Source: an optimization exercise on an open RTL-to-GDS flow (aim: small area). Production flows keep margins and buffers that such runs may drop. Function was checked by simulation only, so behaviour that the tests miss may differ from the original. The flow treats the clock pin as an ideal source, which a real chip does not have. Power figures rest on the tool's default switching activity, not on a simulated workload.

== run A ==
## multicycle_datapath
module multicycle_datapath #(
  parameter int PC_W       = 9,
  parameter int INS_W      = 32,
  parameter int RF_ADDRESS = 5,
  parameter int DATA_W     = 64,
  parameter int DM_ADDRESS = 9,
  parameter int ALU_CC_W   = 4
) (
  input  logic                  clk,
  input  logic                  reset,
  output logic                  imem_req,
  output logic [PC_W-1:0]       imem_addr,
  input  logic                  imem_ready,
  input  logic [INS_W-1:0]      imem_rdata,
  output logic                  dmem_req,
  output logic                  dmem_we,
  output logic [DM_ADDRESS-1:0] dmem_addr,
  output logic [DATA_W-1:0]     dmem_wdata,
  input  logic                  dmem_ready,
  input  logic [DATA_W-1:0]     dmem_rdata,
  output logic                  retire,
  output logic                  illegal,
  output logic [PC_W-1:0]       pc_out
);
Size in the first run: roughly 2500 cells after synthesis, about 2100 flip-flops, ~200 I/O pins, roughly 45000 µm² of cells after synthesis.
Settings: LEC_CHECK=0, ABC_AREA=1, CAP_MARGIN=20, CORE_MARGIN=2, CORE_UTILIZATION=50, SLEW_MARGIN=20; clock period 15.0 ns.
standard.sh (not shown) runs the stock make flow with config.mk's settings and CLKGATE_MAP_FILE= SYNTH_SCRIPT=/design/flow/synth_recipe.tcl, a recipe that flattens the netlist after the stock synthesis.
==> flow/flow/run.sh <==
#!/bin/bash
# Standard ORFS layout (the standard.sh) with three changes:
#  - synthesis maps logic with an area-oriented ABC script (flow/abc_area.script);
#  - ports are buffered with buf_1;
#  - the clock tree uses clkbuf_4 leaves and no dummy loads.
set -euo pipefail
W=$(pwd)
export FLOW_ABC_SCRIPT=$W/flow/abc_area.script
export FLOW_SYNTH_TCL=$W/synth_recipe.tcl
export BUFFER_PORTS_ARGS="-buffer_cell sky130_fd_sc_hd__buf_1"
export CTS_ARGS="-sink_clustering_enable -repair_clock_nets -dont_use_dummy_load -buf_list sky130_fd_sc_hd__clkbuf_4 -root_buf sky130_fd_sc_hd__clkbuf_16 -sink_clustering_size 12 -sink_clustering_max_diameter 40"
sed "s#SYNTH_SCRIPT=[^ ]*synth_recipe.tcl#SYNTH_SCRIPT=$W/flow/synth_abc.tcl#" standard.sh > standard_abc.sh
grep -q "SYNTH_SCRIPT=$W/flow/synth_abc.tcl" standard_abc.sh
bash standard_abc.sh > standard_flow.log 2>&1
==> flow/flow/abc_area.script <==
strash
ifraig
dc2
strash
dc2
strash
dch -f
amap -m
topo
==> flow/flow/synth_abc.tcl <==
# The standard flow's synthesis script, with ABC's technology mapping run from the
# area-oriented script in flow/abc_area.script (no buffering or sizing).
proc abc {args} {
  set i [lsearch -exact $args -script]
  if {$i >= 0} { lset args [expr {$i + 1}] $::env(FLOW_ABC_SCRIPT) }
  puts "abc: mapping with $::env(FLOW_ABC_SCRIPT)"
  yosys abc {*}$args
}
source $::env(FLOW_SYNTH_TCL)
Run A reached the end of the flow, and the finished layout is clean on the timing, design-rule and antenna checks.
What run B does differently from run A at the input level:
- CORE_UTILIZATION: 50 -> 60
--- a/flow/flow/run.sh
+++ b/flow/flow/run.sh
@@ -10,3 +10,3 @@
 export BUFFER_PORTS_ARGS="-buffer_cell sky130_fd_sc_hd__buf_1"
-export CTS_ARGS="-sink_clustering_enable -repair_clock_nets -dont_use_dummy_load -buf_list sky130_fd_sc_hd__clkbuf_4 -root_buf sky130_fd_sc_hd__clkbuf_16 -sink_clustering_size 12 -sink_clustering_max_diameter 40"
+export CTS_ARGS="-sink_clustering_enable -repair_clock_nets -dont_use_dummy_load -buf_list sky130_fd_sc_hd__clkbuf_8 -root_buf sky130_fd_sc_hd__clkbuf_16 -sink_clustering_size 22 -sink_clustering_max_diameter 50"
 sed "s#SYNTH_SCRIPT=[^ ]*synth_recipe.tcl#SYNTH_SCRIPT=$W/flow/synth_abc.tcl#" standard.sh > standard_abc.sh
==> results.txt <==
- Of run B and run A, it is run B that has the lower wire length reported by the detailed router.
- As far as depth of the most critical reg-to-reg path goes, run A and run B are indistinguishable; the numbers are identical.
- Summary of run B over run A: synthesis-to-finish area growth dropped 0.19 points, number of buffers inserted during clock tree synthesis moved down.
- In terms of final critical-path share of the clock period, run A and run B differ only marginally.
- Looking at pre-CTS worst setup slack, run B sits 310 ps above run A.
- Run B went all the way through synthesis, placement and routing and the layout is clean on timing, DRC and antenna.
- In the tables for run B and run A, worst setup slack reads higher with run B.
- Worst ir drop on vdd in run B is 27 µV higher than in run A
- Looking at hold slack across both flows, run B is the stronger of the two, with run A trailing.
- In terms of combinational group share of total power, run B and run A differ only marginally.
- Compare run B and run A | clock buffer and inverter area fraction after layout lower: run A
The following lists how run C was set up differently from run B:
--- a/flow/flow/run.sh
+++ b/flow/flow/run.sh
@@ -10,3 +10,3 @@
 export BUFFER_PORTS_ARGS="-buffer_cell sky130_fd_sc_hd__buf_1"
-export CTS_ARGS="-sink_clustering_enable -repair_clock_nets -dont_use_dummy_load -buf_list sky130_fd_sc_hd__clkbuf_8 -root_buf sky130_fd_sc_hd__clkbuf_16 -sink_clustering_size 22 -sink_clustering_max_diameter 50"
+export CTS_ARGS="-sink_clustering_enable -repair_clock_nets -dont_use_dummy_load -buf_list sky130_fd_sc_hd__clkbuf_4 -root_buf sky130_fd_sc_hd__clkbuf_16 -sink_clustering_size 12 -sink_clustering_max_diameter 40"
 sed "s#SYNTH_SCRIPT=[^ ]*synth_recipe.tcl#SYNTH_SCRIPT=$W/flow/synth_abc.tcl#" standard.sh > standard_abc.sh
==> flow/flow/abc_area.script <==
strash
ifraig
dc2
strash
&get -n
&deepsyn -T 90
&put
dch -f
amap -m
topo
Findings:
- Run C | status: complete | timing, DRC, antenna: pass
- Via density per instance in run C is 1.2% higher than in run B
- The area of the mapped netlist was comparable across run C and run B.
- Diff run B..run C | die area | negligible
- Run C ends up with a clock power share that is 3.2 points higher than in run B.
- Of run C and run B, the run reporting the higher hold slack was run B.
- Combinational power share for run C is lower than for run B.
--- input diff run C..run D ---
--- a/flow/flow/run.sh
+++ b/flow/flow/run.sh
@@ -10,3 +10,3 @@
 export BUFFER_PORTS_ARGS="-buffer_cell sky130_fd_sc_hd__buf_1"
-export CTS_ARGS="-sink_clustering_enable -repair_clock_nets -dont_use_dummy_load -buf_list sky130_fd_sc_hd__clkbuf_4 -root_buf sky130_fd_sc_hd__clkbuf_16 -sink_clustering_size 12 -sink_clustering_max_diameter 40"
+export CTS_ARGS="-sink_clustering_enable -repair_clock_nets -dont_use_dummy_load -buf_list sky130_fd_sc_hd__clkbuf_4 -root_buf sky130_fd_sc_hd__clkbuf_16 -sink_clustering_size 13 -sink_clustering_max_diameter 34"
 sed "s#SYNTH_SCRIPT=[^ ]*synth_recipe.tcl#SYNTH_SCRIPT=$W/flow/synth_abc.tcl#" standard.sh > standard_abc.sh
==> flow/flow/abc_area.script <==
strash
ifraig
dc2
strash
dc2
strash
dch -f
amap -m
topo
### Flow results
No run among run C and run D stopped early or left any final violation; all are clean. Area after synthesis essentially unchanged between run D and run C. The lower wire length of run C and run D is in run D. Compared to run C, run D has weighted congestion at the end of routability-driven global placement 1.6% lower.

========
== onyx ==
multicycle_datapath again, from the RTL that the note above started with.
## multicycle_datapath
module multicycle_datapath #(
  parameter int PC_W       = 9,
  parameter int INS_W      = 32,
  parameter int RF_ADDRESS = 5,
  parameter int DATA_W     = 64,
  parameter int DM_ADDRESS = 9,
  parameter int ALU_CC_W   = 4
) (
  input  logic                  clk,
  input  logic                  reset,
  output logic                  imem_req,
  output logic [PC_W-1:0]       imem_addr,
  input  logic                  imem_ready,
  input  logic [INS_W-1:0]      imem_rdata,
  output logic                  dmem_req,
  output logic                  dmem_we,
  output logic [DM_ADDRESS-1:0] dmem_addr,
  output logic [DATA_W-1:0]     dmem_wdata,
  input  logic                  dmem_ready,
  input  logic [DATA_W-1:0]     dmem_rdata,
  output logic                  retire,
  output logic                  illegal,
  output logic [PC_W-1:0]       pc_out
);
==> flow/config.mk <==
export PLATFORM = sky130hd
export DESIGN_NAME = multicycle_datapath
export DESIGN_NICKNAME = multicycle_datapath
export VERILOG_FILES = /design/flow/design.v
export SDC_FILE = /design/flow/constraint.sdc
export NUM_CORES = 4
export LEC_CHECK = 0
export ABC_AREA = 1
export CAP_MARGIN = 20
export CORE_MARGIN = 2
export CORE_UTILIZATION = 60
export SLEW_MARGIN = 20
==> flow/constraint.sdc <==
create_clock -name core_clock -period 15.0 [get_ports {clk}]
set_input_delay 3.0000 -clock core_clock [delete_from_list [all_inputs] [get_ports {clk}]]
set_output_delay 3.0000 -clock core_clock [all_outputs]
set_load 0.01 [all_outputs]
==> flow/flow/run.sh <==
#!/bin/bash
# Standard ORFS layout (the standard.sh) with three changes:
#  - synthesis maps logic with an area-oriented ABC script (flow/abc_area.script);
#  - ports are buffered with buf_1;
#  - the clock tree uses clkbuf_4 leaves and no dummy loads.
set -euo pipefail
W=$(pwd)
export FLOW_ABC_SCRIPT=$W/flow/abc_area.script
export FLOW_SYNTH_TCL=$W/synth_recipe.tcl
export BUFFER_PORTS_ARGS="-buffer_cell sky130_fd_sc_hd__buf_1"
export CTS_ARGS="-sink_clustering_enable -repair_clock_nets -dont_use_dummy_load -buf_list sky130_fd_sc_hd__clkbuf_4 -root_buf sky130_fd_sc_hd__clkbuf_16 -sink_clustering_size 13 -sink_clustering_max_diameter 40"
sed "s#SYNTH_SCRIPT=[^ ]*synth_recipe.tcl#SYNTH_SCRIPT=$W/flow/synth_abc.tcl#" standard.sh > standard_abc.sh
grep -q "SYNTH_SCRIPT=$W/flow/synth_abc.tcl" standard_abc.sh
bash standard_abc.sh > standard_flow.log 2>&1
==> flow/flow/abc_area.script <==
strash
ifraig
dc2
strash
dc2
strash
dch -f
amap -m
topo
Scripts as last shown in full above: flow/flow/synth_abc.tcl
The inputs of fjord differ from those of onyx as listed below.
--- a/flow/flow/run.sh
+++ b/flow/flow/run.sh
@@ -11 +11 @@
-export CTS_ARGS="-sink_clustering_enable -repair_clock_nets -dont_use_dummy_load -buf_list sky130_fd_sc_hd__clkbuf_4 -root_buf sky130_fd_sc_hd__clkbuf_16 -sink_clustering_size 13 -sink_clustering_max_diameter 40"
+export CTS_ARGS="-sink_clustering_enable -repair_clock_nets -dont_use_dummy_load -buf_list sky130_fd_sc_hd__clkbuf_16 -root_buf sky130_fd_sc_hd__clkbuf_16 -sink_clustering_size 40 -sink_clustering_max_diameter 60"
Notes after the runs:
- Arrival time at the worst endpoint: fjord and onyx compared, higher one is onyx
- Timing-limited maximum frequency: fjord vs onyx, no meaningful difference
- fjord — via count about 4% lower, onyx as reference
- The first-iteration DRC count reported for fjord is greater than that of onyx by 31.
- Any difference in register-to-register slack between fjord and onyx is small enough to ignore.
- Cell count delta for fjord relative to onyx: 110 lower
- fjord vs onyx, via count of the first global-routing pass went down by 6.0%.
- From fjord to onyx, logic depth of the worst register-to-register path did not move at all.
- fjord: all stages complete, timing, DRC and antenna checks passed
Setup changes, fjord to zinc
Settings: a change of CORE_UTILIZATION from 60 to 50.
--- a/flow/flow/run.sh
+++ b/flow/flow/run.sh
@@ -11 +11 @@
-export CTS_ARGS="-sink_clustering_enable -repair_clock_nets -dont_use_dummy_load -buf_list sky130_fd_sc_hd__clkbuf_16 -root_buf sky130_fd_sc_hd__clkbuf_16 -sink_clustering_size 40 -sink_clustering_max_diameter 60"
+export CTS_ARGS="-sink_clustering_enable -repair_clock_nets -dont_use_dummy_load -buf_list sky130_fd_sc_hd__clkbuf_4 -root_buf sky130_fd_sc_hd__clkbuf_16 -sink_clustering_size 13 -sink_clustering_max_diameter 40"
- zinc vs fjord, destination of the critical timing path: dmem_req vs w_q[63]
- Compared with fjord, zinc shows largest clock skew in the final design higher by 6.0 ps.
- Final cell area: zinc below fjord
- Looking at total power after layout, zinc sits below fjord.
- When zinc is measured against fjord, its share of power burned in the clock network turns out 2.8 points lower.
- Combinational gate power across zinc and fjord: no real change.
- Transition time of the tightest slew-check pin: zinc vs fjord down 24 ps
### zinc -> tundra
Settings: changing CORE_UTILIZATION from 50 to 60.
--- a/flow/flow/run.sh
+++ b/flow/flow/run.sh
@@ -5 +5,2 @@
-#  - the clock tree uses clkbuf_4 leaves and no dummy loads.
+#  - the clock tree uses clkbuf_4 leaves and no dummy loads; leaves whose
+#    flip-flops see a slow clock edge are upsized afterwards (flow/post_cts.tcl).
@@ -10,0 +12,2 @@
+export POST_CTS_TCL=$W/flow/post_cts.tcl
+export FLOW_CLK_SLEW_PS=110
==> flow/flow/post_cts.tcl (new file) <==
# After clock tree synthesis: upsize the clock buffers (clkbuf_4 -> clkbuf_8)
# that drive a flip-flop clock pin whose estimated slew is over a threshold,
# then legalize the placement again.
proc my_clk_pin_slew_ps {pin} {
  set w 0
  foreach edge {rise fall} {
    foreach mm {min max} {
      set s [expr {[sta::time_ui_sta [get_property $pin slew_${mm}_${edge}]] * 1e12}]
      if {$s > $w} { set w $s }
    }
  }
  return $w
}
proc my_fix_clk_slew {thresh} {
  estimate_parasitics -placement
  set drivers [dict create]
  foreach pin [all_registers -clock_pins -edge_triggered] {
    if {[my_clk_pin_slew_ps $pin] > $thresh} {
      set net [get_nets -of_objects $pin]
      foreach dp [get_pins -of_objects $net -filter "direction==output"] {
        dict set drivers [get_full_name [get_cells -of_objects $dp]] 1
      }
    }
  }
  set n 0
  foreach inst [dict keys $drivers] {
    set cell [get_cells $inst]
    if {[get_property $cell ref_name] eq "sky130_fd_sc_hd__clkbuf_4"} {
      replace_cell $cell sky130_fd_sc_hd__clkbuf_8
      incr n
    }
  }
  puts "post_cts: upsized $n clock buffers (slew over $thresh ps)"
  return $n
}
for {set i 0} {$i < 3} {incr i} {
  if {[my_fix_clk_slew $::env(FLOW_CLK_SLEW_PS)] == 0} { break }
  detailed_placement
}
estimate_parasitics -placement
### Flow results
Changes observed in tundra relative to zinc: leakage dissipation went up about 1.7%; clock period minus worst slack went down 52 ps. Row share of post-route cells with drive strength above 1: tundra lower / zinc higher. Looking at register share of the cell area, tundra sits 0.98 points lower than zinc does. For zinc, the highest routed metal layer was met5, unlike tundra, where it was met4.

========
Starting RTL as in the previous note.
Settings: LEC_CHECK=0, ABC_AREA=1, CAP_MARGIN=20, CORE_MARGIN=2, CORE_UTILIZATION=60, SLEW_MARGIN=20; clock period 15.0 ns.
==> flow/flow/run.sh <==
#!/bin/bash
# Standard ORFS layout (the standard.sh) with three changes:
#  - synthesis maps logic with an area-oriented ABC script (flow/abc_area.script);
#  - ports are buffered with buf_1;
#  - the clock tree uses clkbuf_4 leaves and no dummy loads.
set -euo pipefail
W=$(pwd)
export FLOW_ABC_SCRIPT=$W/flow/abc_area.script
export FLOW_SYNTH_TCL=$W/synth_recipe.tcl
export BUFFER_PORTS_ARGS="-buffer_cell sky130_fd_sc_hd__buf_1"
export CTS_ARGS="-sink_clustering_enable -repair_clock_nets -dont_use_dummy_load -buf_list sky130_fd_sc_hd__clkbuf_4 -root_buf sky130_fd_sc_hd__clkbuf_16 -sink_clustering_size 12 -sink_clustering_max_diameter 40"
sed "s#SYNTH_SCRIPT=[^ ]*synth_recipe.tcl#SYNTH_SCRIPT=$W/flow/synth_abc.tcl#" standard.sh > standard_abc.sh
grep -q "SYNTH_SCRIPT=$W/flow/synth_abc.tcl" standard_abc.sh
bash standard_abc.sh > standard_flow.log 2>&1
==> flow/flow/abc_area.script <==
strash
ifraig
balance -l
resub -K 6 -l
rewrite -l
resub -K 6 -N 2 -l
refactor -l
resub -K 8 -l
balance -l
resub -K 8 -N 2 -l
rewrite -l
resub -K 10 -l
rewrite -z -l
resub -K 10 -N 2 -l
balance -l
resub -K 12 -l
refactor -z -l
resub -K 12 -N 2 -l
rewrite -z -l
balance -l
strash
dch -f
amap -m
topo
Scripts as last shown in full above: flow/flow/synth_abc.tcl
Then changed:
==> flow/flow/abc_area.script (replaced) <==
strash
ifraig
dc2
strash
dc2
strash
dch -f
amap -m
topo
What happened: Cell count is higher by 0.55%. Synthesized cell count is higher by 0.97%. Die area hardly moves. Sequential power is higher by 14%. Setup slack gets better by 0.33 ns.
Then changed:
--- a/flow/flow/run.sh
+++ b/flow/flow/run.sh
@@ -10,3 +10,3 @@
 export BUFFER_PORTS_ARGS="-buffer_cell sky130_fd_sc_hd__buf_1"
-export CTS_ARGS="-sink_clustering_enable -repair_clock_nets -dont_use_dummy_load -buf_list sky130_fd_sc_hd__clkbuf_4 -root_buf sky130_fd_sc_hd__clkbuf_16 -sink_clustering_size 12 -sink_clustering_max_diameter 40"
+export CTS_ARGS="-sink_clustering_enable -repair_clock_nets -dont_use_dummy_load -buf_list sky130_fd_sc_hd__clkbuf_4 -root_buf sky130_fd_sc_hd__clkbuf_16 -sink_clustering_size 12 -sink_clustering_max_diameter 45"
 sed "s#SYNTH_SCRIPT=[^ ]*synth_recipe.tcl#SYNTH_SCRIPT=$W/flow/synth_abc.tcl#" standard.sh > standard_abc.sh
==> flow/flow/abc_area.script (replaced) <==
strash
ifraig
balance -l
resub -K 6 -l
rewrite -l
resub -K 6 -N 2 -l
refactor -l
resub -K 8 -l
balance -l
resub -K 8 -N 2 -l
rewrite -l
resub -K 10 -l
rewrite -z -l
resub -K 10 -N 2 -l
balance -l
resub -K 12 -l
refactor -z -l
resub -K 12 -N 2 -l
rewrite -z -l
balance -l
strash
dch -f
amap -m
topo
Effect: Hold slack got worse by 0.027 ns. Via count barely changes. Worst setup slack degrades by 0.35 ns.

[static timing again, ports no longer ideal]
The results above use ideal ports. As a check the final layouts listed here were re-extracted and re-timed, cells and wires unchanged.
Step 1 (the two cells are an assumption about what drives the block):
set clk [get_ports {clk}]
set_driving_cell -lib_cell sky130_fd_sc_hd__clkbuf_16 $clk
set_driving_cell -lib_cell sky130_fd_sc_hd__buf_2 [delete_from_list [all_inputs] $clk]
Step 2 adds t to the input delays and takes it off the output delays; t is the mean of the earliest and latest rising clock arrival at the registers after step 1. Input paths then give back, and output paths get back, about the clock's delay inside the block.
a / b / c = ideal / step 1 / step 2; a / b = the first two.
| run | shift t [ns] | setup WS [ns] | worst data-port slew with drivers (ns) |
|---|---|---|---|
| run A | 0.783 | 9.773 / 9.709 / 9.412 | 0.08 |
| run B | 0.659 | 9.786 / 9.786 / 9.772 | 0.05 |
| run C | 0.766 | 9.678 / 9.616 / 9.650 | 0.07 |
| run D | 0.754 | 9.661 / 9.661 / 9.661 | 0.05 |
| onyx | 0.750 | 9.796 / 9.796 / 9.747 | 0.05 |
| fjord | 0.668 | 9.793 / 9.793 / 9.757 | 0.05 |
| zinc | 0.783 | 9.755 / 9.691 / 9.405 | 0.08 |
| tundra | 0.771 | 9.807 / 9.807 / 9.743 | 0.05 |
| the first run of note 3 | 0.745 | 9.439 / 9.439 / 9.439 | 0.12 |
| the second run of note 3 | 0.769 | 9.771 / 9.771 / 9.733 | 0.05 |
| the third run of note 3 | 0.757 | 9.422 / 9.422 / 9.422 | 0.12 |
After both steps setup and hold are still met in every run listed. The setup slack of run A, which loses most, moves by -0.064 ns with the drivers and by -0.361 ns with both steps.
